This is an optimization exercise on Yosys and OpenROAD, whose aim is small area, not a production implementation. Function was checked by simulation only, so behaviour that the tests miss may differ from the original. Power figures rest on the tool's default switching activity, not on a simulated workload. No driver is modelled on the clock port, so clocking that relies on it looks cheaper here than on a real chip.

==> inputs of run H <==
==> flow/design.v <==
`timescale 1ns/1ps
module cpu_top (
	input  logic clk,
	input  logic reset,
	output logic [31:0] mem_addr,
	output logic [7:0] mem_wdata,
	output logic mem_read,
	output logic mem_write,
	input  logic [7:0] mem_rdata,
	input  logic mem_ready,
	output logic [31:0] debug
);
	localparam logic [2:0] S_INIT = 3'd0;   
	localparam logic [2:0] S_FETCH = 3'd1;  
	localparam logic [2:0] S_WX = 3'd2;     
	localparam logic [2:0] S_EXEC = 3'd3;   
	localparam logic [2:0] S_ADDR = 3'd4;   
	localparam logic [2:0] S_MEM = 3'd5;    
	localparam logic [2:0] S_WW = 3'd6;     
	localparam logic [2:0] S_WB = 3'd7;     
	logic [2:0] state;
	logic [4:0] ph;
	logic [4:0] cnt;   
	logic rdy_q;
	localparam int IW = 8;
	logic [23:0] ir;
	logic fix;
	logic fixing;
	logic [31:0] mar;
	logic [31:0] t;
	logic [31:0] p;
	logic [31:0] d;
	logic [4:0] flags;
	logic cy;
	logic zacc;
	wire [31:0] iw = {mem_rdata, ir};
	wire [6:0] op = iw[6:0];
	wire [4:0] oc = iw[11:7];
	wire [4:0] oa = iw[16:12];
	wire [14:0] ob = iw[31:17];
	wire op_mov = op == 7'h00;
	wire op_ldl = op == 7'h01;
	wire op_ldh = op == 7'h02;
	wire op_add = op == 7'h10;
	wire op_sub = op == 7'h11;
	wire op_or = op == 7'h12;
	wire op_and = op == 7'h13;
	wire op_addi = op == 7'h18;
	wire op_ori = op == 7'h1A;
	wire op_andi = op == 7'h1B;
	wire op_rsbi = op == 7'h1C;
	wire op_stb = op == 7'h20;
	wire op_sth = op == 7'h21;
	wire op_stw = op == 7'h22;
	wire op_ldbu = op == 7'h23;
	wire op_ldbs = op == 7'h24;
	wire op_ldhu = op == 7'h25;
	wire op_ldhs = op == 7'h26;
	wire op_ldw = op == 7'h27;
	wire op_cmp = op == 7'h30;
	wire op_cmpi = op == 7'h31;
	wire op_br = op == 7'h32;
	wire is_store = op_stb | op_sth | op_stw;
	wire is_load = op_ldbu | op_ldbs | op_ldhu | op_ldhs | op_ldw;
	wire is_mem = is_store | is_load;
	wire is_alu_wr = op_mov | op_ldl | op_ldh | op_add | op_sub | op_or | op_and |
		op_addi | op_ori | op_andi | op_rsbi;
	wire is_cmp = op_cmp | op_cmpi;
	wire taken = op_br && (flags & oa) != 5'd0;
	wire needs_exec = is_alu_wr | is_cmp | taken;
	wire [1:0] lastbeat = (op_stb | op_ldbu | op_ldbs) ? 2'd0 :
		(op_sth | op_ldhu | op_ldhs) ? 2'd1 : 2'd3;
	wire [31:0] rbits;
	assign rbits[0] = d[ph];
	wire wr_en;
	wire [4:0] wr_idx;
	wire wbit;
	genvar gi;
	generate
		for (gi = 1; gi < 32; gi++) begin : g_reg
			logic [31:0] r;
			always_ff @(posedge clk) begin
				r <= {(wr_en && wr_idx == 5'(gi)) ? wbit : r[0], r[31:1]};
			end
			assign rbits[gi] = r[0];
		end
	endgenerate
	wire [4:0] idx2 = (is_mem | op_ldh) ? oc : ob[4:0];
	wire a_bit = rbits[oa];
	wire p2_bit = rbits[idx2];
	wire [15:0] i16 = {oa[0], ob};
	wire imm16 = i16[ph[3:0]];
	wire lo15 = ph < 5'd15;
	wire lo16 = ~ph[4];
	wire imm_s = lo15 ? imm16 : ob[14];
	wire imm_z = lo15 & imm16;
	wire use_reg_b = op_add | op_sub | op_or | op_and | op_cmp;
	wire use_z = op_ori | op_andi;
	wire yraw = use_reg_b ? p2_bit : (use_z ? imm_z : imm_s);
	wire xraw = is_mem ? p2_bit : (op_br ? mar[0] : a_bit);
	wire inv_x = op_rsbi & ~fixing;
	wire inv_y = (op_sub | op_cmp | op_cmpi) & ~fixing;
	wire x = (fixing ? mar[0] : xraw) ^ inv_x;
	wire y = (fixing ? (ph == 5'(IW)) : yraw) ^ inv_y;
	wire ci = (ph == 5'd0) ? (inv_x | inv_y) : cy;
	wire sum = x ^ y ^ ci;
	wire co = (x & y) | (ci & (x ^ y));
	logic res;
	always_comb begin
		if (op_mov) res = a_bit;
		else if (op_ldl) res = lo16 & imm16;
		else if (op_ldh) res = lo16 ? p2_bit : imm16;
		else if (op_or | op_ori) res = a_bit | yraw;
		else if (op_and | op_andi) res = a_bit & yraw;
		else res = sum;
	end
	wire zin = (ph == 5'd0) | zacc;
	wire f_eq = zin & ~sum;
	wire f_ltu = ~co;
	wire f_gtu = co & ~f_eq;
	wire f_lts = sum ^ ci ^ co;
	wire f_gts = ~f_lts & ~f_eq;
	wire in_range = (lastbeat == 2'd3) | (lastbeat == 2'd1 & ~ph[4]) | (lastbeat == 2'd0 & ph[4:3] == 2'd0);
	wire tpos = (lastbeat == 2'd0) ? t[24] : (lastbeat == 2'd1) ? t[16] : t[0];
	wire ld_bit = in_range ? tpos : ((op_ldbs | op_ldhs) & cy);
	assign wbit = (state == S_WB) ? ld_bit : res;
	assign wr_en = (state == S_EXEC && is_alu_wr) || (state == S_WB && is_load);
	assign wr_idx = is_load ? oa : oc;
	wire mem_slot = state == S_MEM && cnt[2:0] == 3'd0;
	wire strobe = rdy_q && !fix && (state == S_FETCH || mem_slot);
	wire mem_shift = state == S_MEM && (cnt[2:0] != 3'd0 || strobe);
	wire rot = state == S_INIT || state == S_EXEC || state == S_ADDR || state == S_WB;
	wire tin = (state == S_MEM) ? mem_rdata[cnt[2:0]] : (state == S_ADDR) ? a_bit : wbit;
	wire mar_shift = state == S_INIT || state == S_ADDR || state == S_WB || (state == S_EXEC && op_br) ||
		fixing;
	wire go = ph == 5'd31 && (!fix || fixing);
	wire mar_in = (state == S_INIT) ? (ph == 5'd21) : (state == S_WB) ? p[0] : sum;
	assign mem_read = strobe && (state == S_FETCH || is_load);
	assign mem_write = strobe && state == S_MEM && is_store;
	assign mem_addr = mar;
	assign mem_wdata = t[7:0];
	assign debug = d;
	always_ff @(posedge clk or posedge reset) begin
		if (reset) begin
			state <= S_INIT;
			ph <= 5'd0;
		end else begin
			ph <= ph + 5'd1;
			case (state)
				S_INIT: if (ph == 5'd31) state <= S_FETCH;
				S_FETCH: if (strobe && cnt[4:3] == 2'd3) state <= S_WX;
				S_WX: begin
					if (is_mem) begin
						if (go) state <= S_ADDR;
					end else if (!needs_exec) begin
						if (!fix) state <= S_FETCH;
					end else if (go) begin
						state <= S_EXEC;
					end
				end
				S_EXEC: if (ph == 5'd31) state <= S_FETCH;
				S_ADDR: if (ph == 5'd31) state <= S_MEM;
				S_MEM: if (cnt[2:0] == 3'd7 && cnt[4:3] == lastbeat) state <= S_WW;
				S_WW: if (ph == 5'd31) state <= S_WB;
				default: if (ph == 5'd31) state <= S_FETCH;
			endcase
		end
	end
	always_ff @(posedge clk) begin
		rdy_q <= mem_ready;
		cy <= (state == S_WB) ? ld_bit : co;
		zacc <= f_eq;
		p <= {(state == S_ADDR) ? mar[0] : p[0], p[31:1]};
		if (rot) cnt <= 5'd0;
		else if (state == S_FETCH && strobe) cnt <= cnt + 5'd8;
		else if (mem_shift) cnt <= cnt + 5'd1;
		if (state == S_FETCH && strobe && cnt[4:3] != 2'd3) ir <= {mem_rdata, ir[23:8]};
		if (mar_shift) mar <= {mar_in, mar[31:1]};
		else if (strobe) mar[IW-1:0] <= mar[IW-1:0] + IW'(1);
		if (state == S_INIT || state == S_WB) begin
			fix <= 1'b0;
			fixing <= 1'b0;
		end else if (fixing) begin
			if (ph == 5'd31) begin
				fix <= 1'b0;
				fixing <= 1'b0;
			end
		end else if (fix) begin
			if (ph == 5'd31) fixing <= 1'b1;
		end else if (strobe && mar[IW-1:0] == '1) begin
			fix <= 1'b1;
		end
		if (rot || mem_shift) t <= {tin, t[31:1]};
		if (wr_en && wr_idx == 5'd0 && ph == 5'd31) d <= {tin, t[31:1]};
		if (state == S_INIT) flags <= 5'd0;
		else if (state == S_EXEC && is_cmp && ph == 5'd31) flags <= {f_eq, f_gtu, f_ltu, f_gts, f_lts};
	end
endmodule
==> flow/flow/run.sh <==
#!/bin/bash
set -o pipefail
cp standard.sh standard.sh.txt
export BUFFER_PORTS_ARGS="-buffer_cell sky130_fd_sc_hd__buf_1"
export CTS_ARGS="-sink_clustering_enable -repair_clock_nets -sink_clustering_size 30 -sink_clustering_max_diameter 100 -buf_list sky130_fd_sc_hd__clkbuf_16 -dont_use_dummy_load"
bash standard.sh > standard.log 2>&1
==> flow/standard.sh <==
#!/bin/bash
# synth_recipe.tcl (not shown) runs the flow's synth.tcl, then flattens the netlist and writes it again
# the make line also repeats each setting of config.mk as NAME=value (left out here)
make -C /OpenROAD-flow-scripts/flow DESIGN_CONFIG=/design/flow/config.mk WORK_HOME=/design/flow/orfs CLKGATE_MAP_FILE= SYNTH_SCRIPT=/design/flow/synth_recipe.tcl "${@:-finish}"
==> flow/config.mk <==
export PLATFORM = sky130hd
export DESIGN_NAME = cpu_top
export DESIGN_NICKNAME = cpu_top
export VERILOG_FILES = /design/flow/design.v
export SDC_FILE = /design/flow/constraint.sdc
export NUM_CORES = 4
export LEC_CHECK = 0
export CAP_MARGIN = 20
export CORE_MARGIN = 2
export CORE_UTILIZATION = 40
export CTS_BUF_LIST = sky130_fd_sc_hd__clkbuf_16
export CTS_CLUSTER_DIAMETER = 100
export CTS_CLUSTER_SIZE = 30
export SLEW_MARGIN = 20
==> flow/constraint.sdc <==
create_clock -name core_clock -period 9.0 [get_ports {clk}]
set_input_delay 1.8000 -clock core_clock [delete_from_list [all_inputs] [get_ports {clk}]]
set_output_delay 1.8000 -clock core_clock [all_outputs]
set_load 0.01 [all_outputs]
==> run Y: changes against run H <==
==> flow/design.v, changed modules only <==
module cpu_top (
	input  logic clk,
	input  logic reset,
	output logic [31:0] mem_addr,
	output logic [7:0] mem_wdata,
	output logic mem_read,
	output logic mem_write,
	input  logic [7:0] mem_rdata,
	input  logic mem_ready,
	output logic [31:0] debug
);
	localparam logic [3:0] S_INIT = 4'd0;   
	localparam logic [3:0] S_FETCH = 4'd1;  
	localparam logic [3:0] S_WX = 4'd2;     
	localparam logic [3:0] S_EXEC = 4'd3;   
	localparam logic [3:0] S_ADDR = 4'd4;   
	localparam logic [3:0] S_MEM = 4'd5;    
	localparam logic [3:0] S_WW = 4'd6;     
	localparam logic [3:0] S_WB = 4'd7;     
	localparam logic [3:0] S_PRE = 4'd8;    
	logic [3:0] state;
	logic [4:0] ph;
	logic [4:0] cnt;   
	logic rdy_q;
	localparam int IW = 8;
	logic [23:0] ir;
	logic fix;
	logic fixing;
	logic [31:0] mar;
	logic [31:8] th;
	logic [7:0] tl;   
	logic [31:0] p;
	logic [31:0] d;
	logic [4:0] flags;
	logic cy;
	logic zacc;
	wire [31:0] iw = {mem_rdata, ir};
	wire [6:0] op = iw[6:0];
	wire [4:0] oc = iw[11:7];
	wire [4:0] oa = iw[16:12];
	wire [14:0] ob = iw[31:17];
	wire op_mov = op == 7'h00;
	wire op_ldl = op == 7'h01;
	wire op_ldh = op == 7'h02;
	wire op_add = op == 7'h10;
	wire op_sub = op == 7'h11;
	wire op_or = op == 7'h12;
	wire op_and = op == 7'h13;
	wire op_addi = op == 7'h18;
	wire op_ori = op == 7'h1A;
	wire op_andi = op == 7'h1B;
	wire op_rsbi = op == 7'h1C;
	wire op_stb = op == 7'h20;
	wire op_sth = op == 7'h21;
	wire op_stw = op == 7'h22;
	wire op_ldbu = op == 7'h23;
	wire op_ldbs = op == 7'h24;
	wire op_ldhu = op == 7'h25;
	wire op_ldhs = op == 7'h26;
	wire op_ldw = op == 7'h27;
	wire op_cmp = op == 7'h30;
	wire op_cmpi = op == 7'h31;
	wire op_br = op == 7'h32;
	wire is_store = op_stb | op_sth | op_stw;
	wire is_load = op_ldbu | op_ldbs | op_ldhu | op_ldhs | op_ldw;
	wire is_mem = is_store | is_load;
	wire is_alu_wr = op_mov | op_ldl | op_ldh | op_add | op_sub | op_or | op_and |
		op_addi | op_ori | op_andi | op_rsbi;
	wire is_cmp = op_cmp | op_cmpi;
	wire taken = op_br && (flags & oa) != 5'd0;
	wire needs_exec = is_alu_wr | is_cmp | taken;
	wire [1:0] lastbeat = (op_stb | op_ldbu | op_ldbs) ? 2'd0 :
		(op_sth | op_ldhu | op_ldhs) ? 2'd1 : 2'd3;
	wire [31:0] rbits;
	assign rbits[0] = d[ph];
	wire wr_en;
	wire [4:0] wr_idx;
	wire wbit;
	wire [31:1] we_dec;
	cpu_wdec u_wdec (.en(wr_en), .idx(wr_idx), .we(we_dec));
	genvar gi;
	generate
		for (gi = 1; gi < 32; gi++) begin : g_reg
			logic [31:0] r;
			always_ff @(posedge clk) begin
				r <= {we_dec[gi] ? wbit : r[0], r[31:1]};
			end
			assign rbits[gi] = r[0];
		end
	endgenerate
	wire [4:0] ridx = (state == S_PRE) ? (is_store ? oa : ob[4:0]) :
		(state == S_ADDR || op_ldh) ? oc : oa;
	wire a_bit = rbits[ridx];
	wire use_pre = op_add | op_sub | op_or | op_and | op_cmp | is_store;
	wire [15:0] i16 = {oa[0], ob};
	wire imm16 = i16[ph[3:0]];
	wire lo15 = ph < 5'd15;
	wire lo16 = ~ph[4];
	wire imm_s = lo15 ? imm16 : ob[14];
	wire imm_z = lo15 & imm16;
	wire use_reg_b = op_add | op_sub | op_or | op_and | op_cmp;
	wire use_z = op_ori | op_andi;
	wire yraw = use_reg_b ? tl[0] : (use_z ? imm_z : imm_s);
	wire xraw = op_br ? mar[0] : a_bit;
	wire inv_x = op_rsbi & ~fixing;
	wire inv_y = (op_sub | op_cmp | op_cmpi) & ~fixing;
	wire x = (fixing ? mar[0] : xraw) ^ inv_x;
	wire y = (fixing ? (ph == 5'(IW)) : yraw) ^ inv_y;
	wire ci = (ph == 5'd0) ? (inv_x | inv_y) : cy;
	wire sum = x ^ y ^ ci;
	wire co = (x & y) | (ci & (x ^ y));
	logic res;
	always_comb begin
		if (op_mov) res = a_bit;
		else if (op_ldl) res = lo16 & imm16;
		else if (op_ldh) res = lo16 ? a_bit : imm16;
		else if (op_or | op_ori) res = a_bit | yraw;
		else if (op_and | op_andi) res = a_bit & yraw;
		else res = sum;
	end
	wire zin = (ph == 5'd0) | zacc;
	wire f_eq = zin & ~sum;
	wire f_ltu = ~co;
	wire f_gtu = co & ~f_eq;
	wire f_lts = sum ^ ci ^ co;
	wire f_gts = ~f_lts & ~f_eq;
	wire in_range = (lastbeat == 2'd3) | (lastbeat == 2'd1 & ~ph[4]) | (lastbeat == 2'd0 & ph[4:3] == 2'd0);
	wire tpos = (lastbeat == 2'd0) ? th[24] : (lastbeat == 2'd1) ? th[16] : tl[0];
	wire ld_bit = in_range ? tpos : ((op_ldbs | op_ldhs) & cy);
	assign wbit = (state == S_WB) ? ld_bit : res;
	assign wr_en = (state == S_EXEC && is_alu_wr) || (state == S_WB && is_load);
	assign wr_idx = is_load ? oa : oc;
	wire mem_slot = state == S_MEM && cnt[2:0] == 3'd0;
	wire strobe = rdy_q && !fix && (state == S_FETCH || mem_slot);
	wire mem_shift = state == S_MEM && (cnt[2:0] != 3'd0 || strobe);
	wire rot = state == S_INIT || state == S_EXEC || state == S_ADDR || state == S_WB || state == S_PRE;
	wire tin = (state == S_MEM) ? mem_rdata[cnt[2:0]] : (state == S_PRE) ? a_bit : wbit;
	wire mar_shift = state == S_INIT || state == S_ADDR || state == S_WB || (state == S_EXEC && op_br) ||
		fixing;
	wire go = ph == 5'd31 && (!fix || fixing);
	wire mar_in = (state == S_INIT) ? (ph == 5'd21) : (state == S_WB) ? p[0] : sum;
	assign mem_read = strobe && (state == S_FETCH || is_load);
	assign mem_write = strobe && state == S_MEM && is_store;
	assign mem_addr = mar;
	assign mem_wdata = tl;
	assign debug = d;
	always_ff @(posedge clk or posedge reset) begin
		if (reset) begin
			state <= S_INIT;
			ph <= 5'd0;
		end else begin
			ph <= ph + 5'd1;
			case (state)
				S_INIT: if (ph == 5'd31) state <= S_FETCH;
				S_FETCH: if (strobe && cnt[4:3] == 2'd3) state <= S_WX;
				S_WX: begin
					if (use_pre) begin
						if (go) state <= S_PRE;
					end else if (is_load) begin
						if (go) state <= S_ADDR;
					end else if (!needs_exec) begin
						if (!fix) state <= S_FETCH;
					end else if (go) begin
						state <= S_EXEC;
					end
				end
				S_EXEC: if (ph == 5'd31) state <= S_FETCH;
				S_ADDR: if (ph == 5'd31) state <= S_MEM;
				S_MEM: if (cnt[2:0] == 3'd7 && cnt[4:3] == lastbeat) state <= S_WW;
				S_WW: if (ph == 5'd31) state <= S_WB;
				S_PRE: if (ph == 5'd31) state <= is_store ? S_ADDR : S_EXEC;
				S_WB: if (ph == 5'd31) state <= S_FETCH;
				default: state <= S_INIT;
			endcase
		end
	end
	always_ff @(posedge clk) begin
		rdy_q <= mem_ready;
		cy <= (state == S_WB) ? ld_bit : co;
		zacc <= f_eq;
		p <= {(state == S_ADDR) ? mar[0] : p[0], p[31:1]};
		if (rot) cnt <= 5'd0;
		else if (state == S_FETCH && strobe) cnt <= cnt + 5'd8;
		else if (mem_shift) cnt <= cnt + 5'd1;
		if (state == S_FETCH && strobe && cnt[4:3] != 2'd3) ir <= {mem_rdata, ir[23:8]};
		if (mar_shift) mar <= {mar_in, mar[31:1]};
		else if (strobe) mar[IW-1:0] <= mar[IW-1:0] + IW'(1);
		if (state == S_INIT || state == S_WB) begin
			fix <= 1'b0;
			fixing <= 1'b0;
		end else if (fixing) begin
			if (ph == 5'd31) begin
				fix <= 1'b0;
				fixing <= 1'b0;
			end
		end else if (fix) begin
			if (ph == 5'd31) fixing <= 1'b1;
		end else if (strobe && mar[IW-1:0] == '1) begin
			fix <= 1'b1;
		end
		if ((rot && state != S_ADDR) || mem_shift) {th, tl} <= {tin, th, tl[7:1]};
		if (wr_en && wr_idx == 5'd0 && ph == 5'd31) d <= {tin, th, tl[7:1]};
		if (state == S_INIT) flags <= 5'd0;
		else if (state == S_EXEC && is_cmp && ph == 5'd31) flags <= {f_eq, f_gtu, f_ltu, f_gts, f_lts};
	end
endmodule
module cpu_wdec (
	input  logic en,
	input  logic [4:0] idx,
	output logic [31:1] we
);
	always_comb begin
		for (int i = 1; i < 32; i++) we[i] = en && idx == 5'(i);
	end
endmodule
==> flow/flow/run.sh (replaced) <==
#!/bin/bash
# The standard layout (standard.sh), with these changes to the ORFS defaults:
#  - synthesis maps logic with an area-oriented ABC script (flow/abc_area.script,
#    used through ABC_AREA=1 from a copy of the ORFS scripts folder); registers
#    and everything else in synthesis are unchanged;
#  - ports are buffered with buf_1 instead of clkdlybuf4s50_1;
#  - the clock tree uses clusters of up to 18 sinks on clkbuf_8, without dummy loads.
# Each step's output goes to a log file of its own here; ORFS's tool logs are in orfs/logs.
set -euo pipefail
HERE=$(pwd)
rm -rf "$HERE/orfs_scripts"
cp -r "$FLOW_HOME/scripts" "$HERE/orfs_scripts"
cp "$HERE/flow/abc_area.script" "$HERE/orfs_scripts/abc_area.script"
export BUFFER_PORTS_ARGS="-buffer_cell sky130_fd_sc_hd__buf_1"
export CTS_ARGS="-sink_clustering_enable -repair_clock_nets -sink_clustering_size 18 -sink_clustering_max_diameter 50 -buf_list sky130_fd_sc_hd__clkbuf_8 -dont_use_dummy_load"
SCRIPTS_DIR="$HERE/orfs_scripts" ABC_AREA=1 bash standard.sh synth > "$HERE/synth.log" 2>&1
bash standard.sh > "$HERE/layout.log" 2>&1
==> flow/flow/abc_area.script (new file) <==
&get -n
&st
&dch -f
&nf -R 1000 -p -F 16 -A 8 -C 32
&st
&syn2
&dch -f
&nf -R 1000 -p -F 16 -A 8 -C 32
&st
&synch2
&nf -R 1000 -p -F 16 -A 8 -C 32
&put
topo
dnsize
--- a/flow/config.mk
+++ b/flow/config.mk
@@ -8,7 +8,7 @@
 export CAP_MARGIN = 20
 export CORE_MARGIN = 2
-export CORE_UTILIZATION = 40
-export CTS_BUF_LIST = sky130_fd_sc_hd__clkbuf_16
-export CTS_CLUSTER_DIAMETER = 100
-export CTS_CLUSTER_SIZE = 30
+export CORE_UTILIZATION = 70
+export PLACE_DENSITY = 0.9
 export SLEW_MARGIN = 20
+export SYNTH_HIERARCHICAL = 1
+export SYNTH_MINIMUM_KEEP_SIZE = 0
==> summary of the runs <==
- Run H completed without violations. Run Y finished clean.
- Against run H, the clock skew of run Y is higher by 54 ps.
- In sequential power, run H and run Y hardly differ.
- Of run H and run Y, run Y has the higher utilization (gap 32 points).
- In run Y the die area is lower than in run H, by about 45%.
- In run Y the maximum frequency is lower than in run H, by about 20%.
- Via count: run H is higher than run Y (4.7%).
- Of run Y and run H, run Y has the higher critical path depth (gap 6).
- Against run Y, the setup slack of run H is higher by 1300 ps.
- Against run H, the combinational power of run Y is lower by 8.2%.
- Synthesized cell count: run Y is smaller than run H (7.1%).
==> figures <==
quantity                                                                                        run Y                    run H
#FFs+latches synth                                                                               1168                     1167
Clock-cell share of area                                                                        3.65%                    3.64%
Layout cell share with drive strength beyond 1                                                  6.21%                    7.28%
Net Switching                                                                                 2.03 mW                  2.06 mW
Max transition margin                                                                           28.3%                    35.5%
Crit-path max cell delay                                                                       650 ps                   750 ps
Cell Pwr Density                                                                          292 mW/mm^2              283 mW/mm^2
Clock Latency Late Sink                                                                        660 ps                   600 ps
Non-filler instance count after layout                                                           2274                     2740
Hold-critical path endpoint                                                            g_reg[1].r[18]           g_reg[6].r[29]
Sequential group power                                                                        5.77 mW                  5.76 mW
Area share of fa/ha/maj cells after synthesis                                                  0.558%                   0.536%
Initial standard-cell utilization of the core                                                   70.9%                    40.5%
FF+latch area                                                                             0.0246 mm^2              0.0246 mm^2
Number of design-rule violations left by the first detailed-router iteration                      727                      789
Post-layout minimum cycle time                                                                6610 ps                  5270 ps
Clock buffer count                                                                                 78                       45
DRT Wirelength                                                                                43.3 mm                  42.9 mm
Status                                                                        complete, no violations  complete, no violations
Inserted Clock Buffers                                                                             78                       45
Number of H-tree levels                                                                             3                        2

[port drivers added, routing unchanged]
No port has a modelled driver above. Below, the same layouts with a new extraction and two added sets of constraints.
Step 1, drivers: a clkbuf_16 drives clk and a buf_2 each remaining input, both assumed.
Step 2 adds t to the input delays and takes it off the output delays; t is the mean of the earliest and latest rising clock arrival at the registers after step 1. Input paths then give back, and output paths get back, about the clock's delay inside the block.
a / b / c = no drivers / after step 1 / after step 2; a / b = the first two.
| run | t, ns | setup slack, ns | worst setup path at the end | slew at the worst register clock pin (ns) | pins driven straight from the clock port |
|---|---|---|---|---|---|
| run H | 0.637 | 3.727 / 3.727 / 3.242 | input to register | 0.11 / 0.11 | 1 |
| run Y | 0.661 | 2.389 / 2.389 / 2.389 | register to register | 0.11 / 0.11 | 1 |
After both steps setup and hold are still met in every run listed. The setup slack of run H, which loses most, moves by 0.000 ns with the drivers and by -0.485 ns with both steps.
